Background: an optimization exercise with open tools, aiming at small area and a short achievable clock period. Do not read the settings as production practice.
Only simulation tests tie the RTL to the original design; equivalence was not proved.
No driver is modelled on the clock port, so clocking that relies on it looks cheaper here than on a real chip.
Power figures rest on the tool's default switching activity, not on a simulated workload.

oak:
==> flow/design.v <==
module fir_out_capture #(
  parameter int DEPTH = 128,
  parameter int IN_W  = 54,
  parameter int OUT_W = 18,
  parameter int SHIFT = 8,
  localparam int ADR_W = $clog2(DEPTH)
) (
  input  logic                    clk,
  input  logic                    rst,
  input  logic                    arm,
  input  logic [ADR_W-1:0]        len,
  input  logic signed [IN_W-1:0]  din,
  input  logic                    din_valid,
  input  logic                    rd_en,
  input  logic [ADR_W-1:0]        rd_adr,
  output logic signed [OUT_W-1:0] rd_data,
  output logic                    rd_valid,
  output logic                    busy,
  output logic                    done,
  output logic                    sat_flag,
  output logic [ADR_W:0]          wr_cnt
);
  localparam int HI_LO = SHIFT + OUT_W;    
  logic                    busy_q, done_q;
  logic [ADR_W-1:0]        len_q;
  logic [ADR_W:0]          wr_cnt_q;
  logic [ADR_W-1:0]        wa_q;
  logic                    sat_q;
  logic                    vld_p0;
  logic [OUT_W-1:0]        xlo;
  logic                    c, hi1, hi0;
  logic                    carry, in_range, sat;
  logic [OUT_W-1:0]        scaled;
  logic [OUT_W-1:0]        data_p0;
  logic                    sat_p0;
  logic [OUT_W-1:0]        rd_data_q;
  logic                    rd_valid_q;
  logic                    start, last_wr, accept;
  logic [DEPTH*OUT_W-1:0]  mem_q;
  logic [DEPTH-1:0]        wsel, rsel;
  logic [OUT_W-1:0]        rd_word;
  assign xlo      = din[HI_LO-1:SHIFT];
  assign c        = din[SHIFT-1];
  assign hi1      = &din[IN_W-1:HI_LO];
  assign hi0      = ~|din[IN_W-1:HI_LO];
  assign carry    = c & (&xlo[OUT_W-2:0]);
  assign in_range = carry ? hi1 : (hi1 & xlo[OUT_W-1]) | (hi0 & ~xlo[OUT_W-1]);
  assign sat      = ~in_range;
  assign scaled   = sat ? {din[IN_W-1], {(OUT_W-1){~din[IN_W-1]}}} : (xlo + OUT_W'(c));
  assign start   = arm & ~busy_q;
  assign last_wr = vld_p0 & (wa_q == len_q);
  assign accept  = busy_q & din_valid & ~last_wr;
  always_ff @(posedge clk or negedge rst) begin
    if (!rst) begin
      busy_q     <= 1'b0;
      done_q     <= 1'b0;
      len_q      <= '0;
      wr_cnt_q   <= '0;
      sat_q      <= 1'b0;
      vld_p0     <= 1'b0;
      sat_p0     <= 1'b0;
      rd_valid_q <= 1'b0;
    end else begin
      vld_p0 <= accept;
      sat_p0 <= accept & sat;
      if (start) begin
        busy_q   <= 1'b1;
        done_q   <= 1'b0;
        len_q    <= len;
        wr_cnt_q <= '0;
        sat_q    <= 1'b0;
      end else begin
        if (last_wr) begin
          busy_q <= 1'b0;
          done_q <= 1'b1;
        end
        if (vld_p0) wr_cnt_q <= wr_cnt_q + 1'b1;
        sat_q <= sat_q | sat_p0;
      end
      rd_valid_q <= rd_en;
    end
  end
  always_ff @(posedge clk) begin
    data_p0   <= scaled;
    if (start)       wa_q <= '0;
    else if (vld_p0) wa_q <= wa_q + 1'b1;
    rd_data_q <= rd_word;
  end
  always_comb begin
    for (int k = 0; k < DEPTH; k++) begin
      wsel[k] = vld_p0 & (wa_q == ADR_W'(k));
      rsel[k] = (rd_adr == ADR_W'(k));
    end
  end
  always_ff @(posedge clk) begin
    for (int k = 0; k < DEPTH; k++)
      if (wsel[k]) mem_q[k*OUT_W +: OUT_W] <= data_p0;
  end
  localparam int NG3 = DEPTH / 3;
  localparam int NGRP = NG3 + ((DEPTH % 3) != 0 ? 1 : 0);
  logic [OUT_W-1:0]        grp_n [NGRP];
  for (genvar g = 0; g < NG3; g++) begin : g_grp
    for (genvar b = 0; b < OUT_W; b++) begin : g_bit
      fir_out_capture_aoi222 u_aoi (
        .a1(rsel[3*g]),   .a2(mem_q[(3*g)*OUT_W + b]),
        .b1(rsel[3*g+1]), .b2(mem_q[(3*g+1)*OUT_W + b]),
        .c1(rsel[3*g+2]), .c2(mem_q[(3*g+2)*OUT_W + b]),
        .y(grp_n[g][b])
      );
    end
  end
  if (DEPTH % 3 == 2) begin : g_rem2
    for (genvar b = 0; b < OUT_W; b++) begin : g_bit
      fir_out_capture_aoi22 u_aoi (
        .a1(rsel[3*NG3]),   .a2(mem_q[(3*NG3)*OUT_W + b]),
        .b1(rsel[3*NG3+1]), .b2(mem_q[(3*NG3+1)*OUT_W + b]),
        .y(grp_n[NG3][b])
      );
    end
  end else if (DEPTH % 3 == 1) begin : g_rem1
    for (genvar b = 0; b < OUT_W; b++) begin : g_bit
      assign grp_n[NG3][b] = ~(rsel[3*NG3] & mem_q[(3*NG3)*OUT_W + b]);
    end
  end
  always_comb begin
    rd_word = '0;
    for (int g = 0; g < NGRP; g++) rd_word = rd_word | ~grp_n[g];
  end
  assign rd_data  = rd_data_q;
  assign rd_valid = rd_valid_q;
  assign busy     = busy_q;
  assign done     = done_q;
  assign sat_flag = sat_q;
  assign wr_cnt   = wr_cnt_q;
endmodule
module fir_out_capture_aoi222 (
  input  logic a1, a2, b1, b2, c1, c2,
  output logic y
);
  assign y = ~((a1 & a2) | (b1 & b2) | (c1 & c2));
endmodule
module fir_out_capture_aoi22 (
  input  logic a1, a2, b1, b2,
  output logic y
);
  assign y = ~((a1 & a2) | (b1 & b2));
endmodule
Settings: LEC_CHECK=0, CAP_MARGIN=20, CORE_AREA=5 5 395 386, DIE_AREA=0 0 400 391, PLACE_DENSITY=0.7, SETUP_SLACK_MARGIN=0.8, SLEW_MARGIN=20, SYNTH_HIERARCHICAL=1; clock period 3.2 ns.
standard.sh (not shown) runs the stock make flow with config.mk's settings and CLKGATE_MAP_FILE= SYNTH_SCRIPT=/design/flow/synth_recipe.tcl, a recipe that flattens the netlist after the stock synthesis.
==> flow/flow/run.sh <==
#!/bin/bash
# Standard ORFS layout (the standard.sh, standard synthesis unchanged) with:
#  - plain buf_2 cells on the ports instead of the delay cells buffer_ports picks;
#  - the buffer's flip-flops and read gates pre-placed as a regular array after the
#    floorplan (place_mem.tcl), with free sites between the columns and the first
#    read-tree levels beside their gates, released after global placement
#    (unfix_mem.tcl);
#  - a clock tree of clkbuf_8 cells over clusters of up to 30 flip-flops, without
#    dummy loads;
#  - the nets from the input ports to their port buffers kept free of hold buffers
#    (pre_cts.tcl).
# The make output goes to flow_make.log; ORFS keeps each step's log under orfs/logs.
set -o pipefail
F=$PWD/flow
bash standard.sh \
  "BUFFER_PORTS_ARGS=-buffer_cell sky130_fd_sc_hd__buf_2" \
  "POST_PDN_TCL=$F/place_mem.tcl" \
  "POST_GLOBAL_PLACE_TCL=$F/unfix_mem.tcl" \
  "PRE_CTS_TCL=$F/pre_cts.tcl" \
  "CTS_ARGS=-sink_clustering_enable -repair_clock_nets -dont_use_dummy_load -buf_list sky130_fd_sc_hd__clkbuf_8 -sink_clustering_size 30 -sink_clustering_max_diameter 60" \
  finish > flow_make.log 2>&1
Other scripts of this flow, unchanged in this note and not shown: flow/flow/place_mem.tcl, flow/flow/pre_cts.tcl, flow/flow/unfix_mem.tcl
oak | ERROR | detailed routing
Here is what was changed in the inputs of pine compared with oak.
diff --git a/flow/flow/run.sh b/flow/flow/run.sh
--- a/flow/flow/run.sh
+++ b/flow/flow/run.sh
@@ -6,8 +6,8 @@
 #    read-tree levels beside their gates, released after global placement
 #    (unfix_mem.tcl);
-#  - a clock tree of clkbuf_8 cells over clusters of up to 30 flip-flops, without
+#  - a clock tree of clkbuf_8 cells over clusters of up to 18 flip-flops, without
 #    dummy loads;
 #  - the nets from the input ports to their port buffers kept free of hold buffers
-#    (pre_cts.tcl).
+#    during the clock tree step's timing repair (pre_cts.tcl, post_cts.tcl).
 # The make output goes to flow_make.log; ORFS keeps each step's log under orfs/logs.
 set -o pipefail
@@ -18,4 +18,5 @@
   "POST_GLOBAL_PLACE_TCL=$F/unfix_mem.tcl" \
   "PRE_CTS_TCL=$F/pre_cts.tcl" \
-  "CTS_ARGS=-sink_clustering_enable -repair_clock_nets -dont_use_dummy_load -buf_list sky130_fd_sc_hd__clkbuf_8 -sink_clustering_size 30 -sink_clustering_max_diameter 60" \
+  "POST_CTS_TCL=$F/post_cts.tcl" \
+  "CTS_ARGS=-sink_clustering_enable -repair_clock_nets -dont_use_dummy_load -buf_list sky130_fd_sc_hd__clkbuf_8 -sink_clustering_size 18 -sink_clustering_max_diameter 45" \
   finish > flow_make.log 2>&1
==> flow/flow/post_cts.tcl (new file) <==
# Releases the port nets that pre_cts.tcl kept free of hold buffers, once the clock
# tree's timing repair is done, so that later steps (antenna repair) may use them.
foreach bt [[ord::get_db_block] getBTerms] {
  if {[$bt getIoType] ne "INPUT" || [$bt getName] eq "clk"} continue
  [$bt getNet] setDoNotTouch 0
}
--- outcome ---
- pine went all the way through the flow, and no timing, DRC or antenna check failed.
- In pine, global-route usage is higher than in oak.
- pine vs oak: number of global-route vias before repair up slightly
- When pine is set beside oak, its global-route wire length before repair turns out to be 0.94% larger.


fir_out_capture, a different RTL version from the one above (not shown whole).
Size in the first run: roughly 4,200 cells after synthesis, about 100 I/O pins, ~0.085 mm^2 of cells after synthesis.
==> flow/config.mk <==
export PLATFORM = sky130hd
export DESIGN_NAME = fir_out_capture
export DESIGN_NICKNAME = fir_out_capture
export VERILOG_FILES = /design/flow/design.v
export SDC_FILE = /design/flow/constraint.sdc
export NUM_CORES = 4
export LEC_CHECK = 0
export CAP_MARGIN = 20
export CORE_AREA = 5 5 395 386
export DIE_AREA = 0 0 400 391
export PLACE_DENSITY = 0.7
export SETUP_SLACK_MARGIN = 1.05
export SLEW_MARGIN = 20
export SYNTH_HIERARCHICAL = 1
==> flow/constraint.sdc <==
create_clock -name core_clock -period 3.2 [get_ports {clk}]
set_input_delay 0.6400 -clock core_clock [delete_from_list [all_inputs] [get_ports {clk}]]
set_output_delay 0.6400 -clock core_clock [all_outputs]
set_load 0.01 [all_outputs]
==> flow/flow/run.sh <==
#!/bin/bash
# Standard ORFS layout (the standard.sh, standard synthesis unchanged) with:
#  - plain buf_2 cells on the ports instead of the delay cells buffer_ports picks;
#  - the buffer's flip-flops and read gates pre-placed as a regular array after the
#    floorplan (place_mem.tcl), with free sites between the columns and the first
#    read-tree levels beside their gates, released after global placement
#    (unfix_mem.tcl);
#  - a clock tree of clkbuf_8 cells over clusters of up to 18 flip-flops, without
#    dummy loads;
#  - the nets from the input ports to their port buffers kept free of hold buffers
#    during the clock tree step's timing repair (pre_cts.tcl, post_cts.tcl).
# The make output goes to flow_make.log; ORFS keeps each step's log under orfs/logs.
set -o pipefail
F=$PWD/flow
bash standard.sh \
  "BUFFER_PORTS_ARGS=-buffer_cell sky130_fd_sc_hd__buf_2" \
  "POST_PDN_TCL=$F/place_mem.tcl" \
  "POST_GLOBAL_PLACE_TCL=$F/unfix_mem.tcl" \
  "PRE_CTS_TCL=$F/pre_cts.tcl" \
  "POST_CTS_TCL=$F/post_cts.tcl" \
  "CTS_ARGS=-sink_clustering_enable -repair_clock_nets -dont_use_dummy_load -buf_list sky130_fd_sc_hd__clkbuf_8 -sink_clustering_size 18 -sink_clustering_max_diameter 45" \
  finish > flow_make.log 2>&1
Other scripts of this flow, unchanged in this note and not shown: flow/flow/place_mem.tcl, flow/flow/post_cts.tcl, flow/flow/pre_cts.tcl, flow/flow/unfix_mem.tcl
The starting point finished with timing, DRC and antenna clean.
==> next run, changes <==
- SETUP_SLACK_MARGIN: 1.05 -> 0.8
=> Wire length falls slightly. Worst setup slack loses 0.22 ns. Final cell count falls slightly. Total power falls slightly. Global-route usage falls by 0.17 points. Cell area falls slightly.

-- static timing again, ports no longer ideal --
The flow's constraints put no driver on any port. The routed layouts listed below were extracted and timed again, unchanged, in two steps.
Step 1: set_driving_cell puts a clkbuf_16 on clk and a buf_2 on each other input, an assumption about the parent block.
Step 2, shift: input delay + t, output delay - t, t = (earliest + latest rising clock arrival at the registers) / 2. This alone moves slack from input paths to output paths.
Three values: ideal, step 1, step 2; two values: the first two.
run	t (ns)	setup WS [ns]	hold slack, ns	clock arrival spread, ns	pins driven straight from the clock port
pine	0.916	0.662 / 0.701 / -0.215	0.125 / 0.080 / 0.481	0.106 / 0.107	1
the first run of note 2	0.953	0.989 / 0.879 / -0.074	0.075 / 0.032 / 0.516	0.103 / 0.103	1
the second run of note 2	0.978	0.769 / 0.776 / -0.201	0.095 / 0.058 / 0.474	0.086 / 0.087	1
Met with ideal ports but missed after step 2: setup timing in every run listed. For the first run of note 2, which loses most, drivers alone change the setup slack by -0.110 ns; drivers and shift together by -1.063 ns.
